Source: an optimization exercise on an open RTL-to-GDS flow (aim: small area). Production flows keep margins and buffers that such runs may drop.
The RTL was checked by simulation tests, not by an equivalence proof against the original design.
Power is estimated from default activity; no workload was simulated. No driver is modelled on the clock port, so clocking that relies on it looks cheaper here than on a real chip.

rev 12:
==> flow/design.v (excerpt) <==
module microcode_dualbank #(
  parameter int NUM_ADDRESS_LINES = 5,
  parameter int NUM_WORDS         = 32,
  parameter int NUM_STATE_BITS    = 4,
  parameter int NUM_CONTROL_BITS  = 32,
  parameter int STATE_CAPTURE_BIT = NUM_ADDRESS_LINES,
  parameter int READ_LATENCY      = 0,
  parameter int WORD_W            = NUM_CONTROL_BITS + 2*NUM_STATE_BITS
) (
  input  logic                         clk,
  input  logic                         rst,
  input  logic [NUM_ADDRESS_LINES-1:0] address,
  input  logic                         load_start,
  input  logic                         load_valid,
  input  logic [WORD_W-1:0]            load_data,
  output logic                         load_ready,
  input  logic                         swap_req,
  output logic                         loaded,
  output logic [WORD_W-1:0]            load_csum,
  output logic                         active_bank,
  output logic                         ready,
  output logic [NUM_CONTROL_BITS-1:0]  ctl_out,
  output logic [NUM_ADDRESS_LINES-1:0] jadr,
  output logic [NUM_STATE_BITS-1:0]    states
);
  localparam int AW = NUM_ADDRESS_LINES;
  localparam int SB = NUM_STATE_BITS;
  localparam int CW = NUM_CONTROL_BITS;
  localparam int CB = STATE_CAPTURE_BIT;
  localparam int SW = CW - 1 + 7;
  logic [AW-1:0] ptr;
  logic          accept;
  logic          shift;
  logic          swap;
  assign accept = ~load_start & load_valid & load_ready;
  assign swap   = ~load_start & loaded & (~ready | swap_req);
  assign shift  = load_valid & load_ready;
  always_ff @(posedge clk) begin
    if (rst) begin
      ptr        <= '0;
      load_ready <= 1'b0;
      loaded     <= 1'b0;
      load_csum  <= '0;
    end else if (load_start) begin
      ptr        <= '0;
      load_ready <= 1'b1;
      loaded     <= 1'b0;
      load_csum  <= '0;
    end else begin
      if (accept) begin
        load_csum <= load_csum ^ load_data;
        ptr       <= ptr + 1'b1;
  ...
For scale: about 3400 cells after synthesis, about 2500 flip-flops, roughly 140 I/O pins.
Settings: LEC_CHECK=0, CAP_MARGIN=20, CORE_MARGIN=2, CORE_UTILIZATION=65, CTS_CLUSTER_DIAMETER=100, CTS_CLUSTER_SIZE=30, PLACE_DENSITY=0.75, SLEW_MARGIN=20, SYNTH_HIERARCHICAL=1; clock period 7.0 ns.
run.sh (not shown) runs the stock make flow with config.mk's settings and CLKGATE_MAP_FILE= SYNTH_SCRIPT=/design/flow/synth_recipe.tcl, a recipe that flattens the netlist after the stock synthesis.
Every stage of the flow completed for rev 12, and the final layout passed the timing, design-rule and antenna checks.
diff inputs: rev 12 => rev 13
# rev 12
export LEC_CHECK = 0
export CAP_MARGIN = 20
export CORE_MARGIN = 2
export CORE_UTILIZATION = 65
export CTS_CLUSTER_DIAMETER = 100
export CTS_CLUSTER_SIZE = 30
export PLACE_DENSITY = 0.75
export SLEW_MARGIN = 20
export SYNTH_HIERARCHICAL = 1
create_clock -name core_clock -period 7.0 [get_ports {clk}]
# rev 13
export LEC_CHECK = 0
export CAP_MARGIN = 20
export CORE_MARGIN = 2
export CORE_UTILIZATION = 65
export PLACE_DENSITY = 0.75
export SLEW_MARGIN = 20
export SYNTH_HIERARCHICAL = 1
create_clock -name core_clock -period 7.0 [get_ports {clk}]
==> flow/flow/run.sh (new file) <==
#!/bin/bash
# Layout flow: the standard ORFS flow with three changes that only save cell area:
#  - clock tree synthesis without dummy loads, with sinks clustered up to 25 to a leaf buffer;
#  - every input and output port is still buffered, but with the smallest buffer cell;
#  - after global routing, non-critical cells are sized down (RECOVER_POWER).
# Synthesis is the standard one (standard.sh runs it unchanged).
set -euo pipefail
bash standard.sh \
  "CTS_ARGS=-sink_clustering_enable -repair_clock_nets -dont_use_dummy_load -sink_clustering_size 25 -sink_clustering_max_diameter 100" \
  "BUFFER_PORTS_ARGS=-buffer_cell sky130_fd_sc_hd__buf_1" \
  "RECOVER_POWER=100" \
  finish > flow_standard.log 2>&1
==> flow/standard.sh (new file) <==
#!/bin/bash
# synth_recipe.tcl (not shown) runs the flow's synth.tcl, then flattens the netlist and writes it again
# the make line also repeats each setting of config.mk as NAME=value (left out here)
make -C /OpenROAD-flow-scripts/flow DESIGN_CONFIG=/design/flow/config.mk WORK_HOME=/design/flow/orfs CLKGATE_MAP_FILE= SYNTH_SCRIPT=/design/flow/synth_recipe.tcl "${@:-finish}"
removed: flow/run.sh
Findings:
What the final checks of rev 13 revealed, after a flow that finished every stage, was a layout that fails on capacitance limit, slew limit. Of rev 13 and rev 12, it is rev 13 that has the lower initial antenna violation count. Changes observed in rev 13 relative to rev 12: final critical path time including I/O delays and setup lost 0.064 ns, core utilization lost 1.1 points, area of all placed cells without fillers lost 1.6%. On maximum number of buffers from clock root to sink, rev 12 and rev 13 are neck and neck. Setup slack ended up 0.064 ns higher on rev 13 than on rev 12. The higher max-slew violation count of rev 12 and rev 13 is in rev 13. Diff rev 12 -> rev 13 | routed length per instance | down by a few percent.

build 82:
Another version of the RTL of microcode_dualbank (not shown whole).
For scale: about 2500 flip-flops, about 140 I/O pins, ~81000 µm² of cells after synthesis.
clock: 7.0 ns
lec_check: 0
cap_margin: 20
core_margin: 2
core_utilization: 74
place_density: 0.82
slew_margin: 20
synth_hierarchical: 1
standard.sh (not shown) runs the stock make flow with config.mk's settings and CLKGATE_MAP_FILE= SYNTH_SCRIPT=/design/flow/synth_recipe.tcl, a recipe that flattens the netlist after the stock synthesis.
==> flow/flow/run.sh <==
#!/bin/bash
# Layout flow: the standard ORFS flow with two changes that only save cell area:
#  - clock tree synthesis without dummy loads, with sinks clustered up to 30 to a leaf buffer;
#  - every input and output port is still buffered, but with the smallest buffer cell.
# Synthesis is the standard one (standard.sh runs it unchanged).
set -euo pipefail
bash standard.sh \
  "CTS_ARGS=-sink_clustering_enable -repair_clock_nets -dont_use_dummy_load -sink_clustering_size 30 -sink_clustering_max_diameter 100" \
  "BUFFER_PORTS_ARGS=-buffer_cell sky130_fd_sc_hd__buf_1" \
  finish > flow_standard.log 2>&1
--- input diff build 82..build 44 ---
- SLEW_MARGIN changed from 20 to 5
- CAP_MARGIN changed from 20 to 5
- CORE_UTILIZATION changed from 74 to 65
- PLACE_DENSITY changed from 0.82 to 0.75
==> flow/flow/run.sh <==
#!/bin/bash
# Layout flow: the standard ORFS flow with two changes that only save cell area:
#  - clock tree synthesis without dummy loads, with sinks clustered up to 25 to a leaf buffer;
#  - every input and output port is still buffered, but with the smallest buffer cell.
# Synthesis is the standard one (standard.sh runs it unchanged).
set -euo pipefail
bash standard.sh \
  "CTS_ARGS=-sink_clustering_enable -repair_clock_nets -dont_use_dummy_load -sink_clustering_size 25 -sink_clustering_max_diameter 100" \
  "BUFFER_PORTS_ARGS=-buffer_cell sky130_fd_sc_hd__buf_1" \
  finish > flow_standard.log 2>&1
==> notes.md <==
- Between build 82 and build 44, the total global routing track utilization is lower for build 44.
- Post-placement cell area delta for build 44 relative to build 82: 0.41% higher
- Non-clock buffer instance count of the final layout grows by a few percent when moving from build 82 to build 44.
- Post-route clock period utilization: build 44 < build 82
- Build 44 vs. build 82: count of clock-buffer cells in the layout now sits higher, clock power share went up, core outline area grew by 15000 µm².
- Sequential power across build 82 and build 44: no real change.
- Average wire per cell in the routed design ended up about 20% lower on build 44 than on build 82.
- When build 44 is set beside build 82, its post-synthesis to final-layout area growth turns out to be 0.95 points larger.
> inputs changed (build 44 -> build 13)
- PLACE_DENSITY now 0.8, was 0.75
- CAP_MARGIN now 20, was 5
- SLEW_MARGIN now 20, was 5
- CORE_UTILIZATION now 70, was 65
==> flow/flow/run.sh <==
#!/bin/bash
# Layout flow: the standard ORFS flow with two changes that only save cell area:
#  - clock tree synthesis without dummy loads, with sinks clustered up to 30 to a leaf buffer;
#  - every input and output port is still buffered, but with the smallest buffer cell.
# Synthesis is the standard one (standard.sh runs it unchanged).
set -euo pipefail
bash standard.sh \
  "CTS_ARGS=-sink_clustering_enable -repair_clock_nets -dont_use_dummy_load -sink_clustering_size 30 -sink_clustering_max_diameter 100" \
  "BUFFER_PORTS_ARGS=-buffer_cell sky130_fd_sc_hd__buf_1" \
  finish > flow_standard.log 2>&1
==> notes.md <==
Per the final summary, build 13 finished and its layout is clean on timing, DRC and antenna.
The flip-flop and latch count on build 13 is in line with that on build 44.
Comparing build 44 against build 13, there is no change at all in count of instances resized after the clock tree is built.
Cmp build 13 vs build 44: sequential share of cell area higher in build 13
The global-route met1 utilization number comes out lower for build 44 vs build 13.
Count of buffers not belonging to the clock network in the layout | build 13 below build 44
Clock network fraction of total power: build 13 < build 44
As far as count of H-tree levels built during CTS goes, build 44 and build 13 are indistinguishable; the numbers are identical.
### build 13 -> build 41
- a change of CORE_UTILIZATION from 70 to 74
- a change of PLACE_DENSITY from 0.8 to 0.82
==> flow/flow/run.sh <==
#!/bin/bash
# Layout flow: the standard ORFS flow with two changes that only save cell area:
#  - clock tree synthesis without dummy loads, with sinks clustered up to 17 to a leaf clkbuf_8;
#  - every input and output port is still buffered, but with the smallest buffer cell.
# Synthesis is the standard one (standard.sh runs it unchanged).
set -euo pipefail
bash standard.sh \
  "CTS_ARGS=-sink_clustering_enable -repair_clock_nets -dont_use_dummy_load -sink_clustering_size 17 -sink_clustering_max_diameter 80 -buf_list sky130_fd_sc_hd__clkbuf_8" \
  "BUFFER_PORTS_ARGS=-buffer_cell sky130_fd_sc_hd__buf_1" \
  finish > flow_standard.log 2>&1
Findings:
Going from build 13 to build 41, global-route usage moved up; post-synthesis xor/xnor area fraction level; sequential share of cell area moved up; length of routed wiring on met1 moved down; combinational power moved down.

==> port drivers added, routing unchanged <==
How much do the figures lean on ideal ports? The routed layouts below were timed once more, with nothing changed but the port constraints.
Step 1, drivers: a clkbuf_16 drives clk and a buf_2 each remaining input, both assumed.
Step 2 also shifts input and output timing later by t, the mid clock arrival at the registers, as if the neighbouring blocks saw the same clock.
a / b / c = ideal ports / drivers / drivers and shift; a / b = the first two.
run | t, ns | setup slack, ns | worst hold slack (ns) | slew at the worst register clock pin (ns)
rev 12 | 0.790 | 0.414 / 0.380 / 0.380 | 0.425 / 0.425 / 0.425 | 0.12 / 0.12
rev 13 | 0.776 | 0.478 / 0.448 / -0.235 | 0.408 / 0.408 / 0.408 | 0.10 / 0.10
build 82 | 0.780 | 0.823 / 0.721 / 0.721 | 0.404 / 0.404 / 0.404 | 0.12 / 0.12
build 44 | 0.757 | 0.941 / 0.822 / 0.822 | 0.409 / 0.409 / 0.409 | 0.10 / 0.10
build 13 | 0.764 | 0.798 / 0.767 / 0.767 | 0.344 / 0.344 / 0.344 | 0.12 / 0.12
build 41 | 0.901 | 0.881 / 0.798 / 0.798 | 0.382 / 0.382 / 0.382 | 0.11 / 0.11
For rev 13, which loses most, drivers alone change the setup slack by -0.030 ns; drivers and shift together by -0.713 ns.
